This design comes from an exercise in tuning for a short achievable clock period and few clock cycles per item on the open sky130 flow, not from production work. In this exercise RTL edits were held to simulation tests only and were not proved equivalent to the original.

Setup of 05-02:
==> flow/design.v (excerpt) <==
module rv32_core (
   input  logic                  CLK,
   input  logic                  RST_N,
   input  logic                  I_MEM_WAIT,
   output logic                  I_MEM_ENA,
   output logic [32-1:0] I_MEM_ADDR,
   input  logic [32-1:0] I_MEM_RDATA,
   input  logic                  D_MEM_WAIT,
   output logic                  D_MEM_ENA,
   output logic [3:0]            D_MEM_WSTB,
   output logic [32-1:0] D_MEM_ADDR,
   output logic [32-1:0] D_MEM_WDATA,
   input  logic [32-1:0] D_MEM_RDATA
);
   logic gstall;
   assign gstall = D_MEM_WAIT;
   logic [31:0] fpc;
   logic        ena_q;
   logic        f2_v;
   logic [63:0] f2_pc;
   logic [1:0]  sk_n;
   logic [31:0] sk0_i, sk1_i;
   logic [63:0] sk0_pc, sk1_pc;
   assign I_MEM_ENA  = ena_q;
   logic        red_q;
   logic [31:0] tgt_q, fa;
   assign fa         = red_q ? tgt_q : fpc;
   assign I_MEM_ADDR = fa;
   logic f_acc;
   assign f_acc = ena_q & ~I_MEM_WAIT;
   logic        ex_redir;
   logic        id_redir;
   logic [31:0] id_tgt;
   logic        id_adv;       
   logic        id_go;        
   logic        take;         
   logic        flush_f;
   assign flush_f = ex_redir | id_redir;
   logic        jbad_q, jb;
   logic [31:0] jtq;
   assign jb = jbad_q & ~gstall;
   assign take    = id_adv & ((sk_n != 2'd0) | f2_v);
   logic [31:0] pw;
   logic        pw_jal, pw_br;
   logic [11:0] pw_sum;
   logic        f2_redir;
   logic [63:0] f2_tag;
   assign pw     = I_MEM_RDATA;
   assign pw_jal = (pw[6:0] == 7'b1101111);
   assign pw_br  = (pw[6:0] == 7'b1100011);
   logic [11:2] pw_sum_j, pw_sum_b;
   assign pw_sum_j = f2_pc[11:2] + {pw[20], pw[30:22]};
   assign pw_sum_b = f2_pc[11:2] + {pw[7], pw[30:25], pw[11:9]};
   logic        pa_ok;
   logic [4:0]  pa_rd;
   logic [31:2] pa_pc, pa_pc1;
   logic [11:2] pw_sum_r;
   logic        pw_fuse;
   assign pw_sum_r = pa_pc[11:2] + pw[31:22];
  ...
clock: 9.0 ns
lec_check: 0
cap_margin: 20
core_margin: 2
core_utilization: 40
setup_slack_margin: 5
slew_margin: 20
run.sh (not shown) runs the stock make flow with config.mk's settings and CLKGATE_MAP_FILE= SYNTH_SCRIPT=/design/flow/synth_recipe.tcl, a recipe that flattens the netlist after the stock synthesis.
Testbench counts of 05-02, summed over its fixed seeds: cycles 128,276, instrs 110,014.
Modified inputs, 04-07 compared to 05-02
--- a/flow/design.v
+++ b/flow/design.v
@@ -450,17 +450,16 @@
    logic [31:0] ex_a, ex_b, ex_opb, ex_btgt, ex_link;
    logic [11:0] ex_pcb;
    logic [31:0] ex_opbx;
    logic        ex_s_rr, ex_s_mr, ex_s_rm, ex_s_mm;
    logic        ex_as_rr, ex_as_mr, ex_as_rm, ex_as_mm;
    logic        ex_fa_m, ex_fb_m, ex_fs_m;
    logic        ex_br, ex_jalr, ex_jal, ex_st, ex_tok, ex_bp;
    logic [29:0] ex_bpt;
-   logic [31:0] ex_jx0, ex_jx1;
    assign ex_tok = (ex_bpt == ex_btgt[31:2]);
    logic [2:0]  ex_f3;
    logic        ex_ceq, ex_clt, ex_cltu, ex_cinv;
    logic        ex_add, ex_sub, ex_slt, ex_sltu, ex_xor, ex_or, ex_and,
                 ex_sll, ex_srl, ex_sra, ex_link_s;
    assign id_go = id_v & id_adv;
    logic       ex_kill, ex_vr, ex_ldr, ex_brr, ex_jalrr, ex_jalr_r, ex_str;
    logic [4:0] ex_rdr;
@@ -508,18 +507,16 @@
          ex_as_mr   <= (s_add | s_sub) &  fa_m & ~fb_m;
          ex_as_rm   <= (s_add | s_sub) & ~fa_m &  fb_m;
          ex_as_mm   <= (s_add | s_sub) &  fa_m &  fb_m;
          ex_btgt    <= id_tgt;
          ex_link    <= id_link;
          ex_pcb     <= id_pc[13:2];
          ex_bp      <= id_bp;
          ex_bpt     <= id_btgt;
-         ex_jx0     <= {id_btgt, 2'b00} - imm_i;
-         ex_jx1     <= {id_btgt, 2'b00} - imm_i + 32'd1;
          ex_fa_m    <= fa_m;
          ex_fb_m    <= fb_m;
          ex_fs_m    <= fs_m;
          ex_f3      <= f3;
          ex_ceq     <= (f3[2:1] == 2'b00);
          ex_clt     <= (f3[2:1] == 2'b10);
          ex_cltu    <= (f3[2:1] == 2'b11);
          ex_cinv    <= f3[0];
@@ -599,17 +596,17 @@
    assign rt_g = ~gstall & ~jbad_q & rt;
    assign rn_g = ~gstall & ~jbad_q & rn;
    assign br_taken = taken;
    assign ex_redir = jsel | (taken ? rt_g : rn_g);
    always_ff @(posedge CLK) begin
       if (!RST_N) begin
          jbad_q <= 1'b0;
       end else if (!gstall) begin
-         jbad_q <= ~jbad_q & ex_jalr & ex_bp & (a != ex_jx0) & (a != ex_jx1);
+         jbad_q <= ~jbad_q & ex_jalr & ex_bp & (jt[31:1] != {ex_bpt, 1'b0});
       end
    end
    always_ff @(posedge CLK) begin
       if (!gstall) jtq <= {jt[31:1], 1'b0};
    end
    always_ff @(posedge CLK) begin
       if (!RST_N) begin
          bt_we <= 1'b0;
Notes after the runs:
The area of all placed cells without fillers in 04-07 sits 5900 µm² below the value recorded for 05-02. 04-07 ended up with a lower buffer and inverter count on the worst path than 05-02 did. Going from 05-02 to 04-07, the first-pass GRT wire length was found to have gone down by about 4.3%. The higher worst setup slack of 05-02 and 04-07 is in 05-02. Number of non-clock inverters: 04-07 < 05-02. Against 05-02, floorplan core area in 04-07 came out better. Min arithmetic-cell share of the synthesized area counting full adders, half adders and majority gates across 05-02 and 04-07: 04-07. Summary of 04-07 over 05-02: fraction of the mapped netlist area in compound gates shows a reduction of 0.30 points; placed cell area saw a decrease.
Testbench counts of 04-07, summed over its fixed seeds: cycles 128,276, instrs 110,014.

[afterwards: timing with drivers on the ports]
In the flow no input, the clock included, has a driving cell. The finished layouts below were timed again as built, in two steps. Step 1 sets driving cells, clkbuf_16 on the clock port and buf_2 on the other inputs (assumed; they add their load-dependent delay and slew). Step 2 adds t to the input delays and takes it off the output delays; t is the mean of the earliest and latest rising clock arrival at the registers after step 1. Input paths then give back, and output paths get back, about the clock's delay inside the block. a / b / c = ideal / step 1 / step 2; a / b = the first two.
run | t (ns) | setup slack, ns | latest minus earliest clock arrival (ns) | slew at the worst register clock pin (ns) | worst data-port slew with drivers (ns)
05-02 | 0.989 | 4.770 / 4.675 / 3.793 | 0.098 / 0.098 | 0.07 / 0.07 | 0.54
04-07 | 0.989 | 4.608 / 4.608 / 4.019 | 0.128 / 0.128 | 0.07 / 0.07 | 0.16
After both steps setup and hold are still met in every run listed. For 05-02, which loses most, drivers alone change the setup slack by -0.095 ns; drivers and shift together by -0.977 ns.
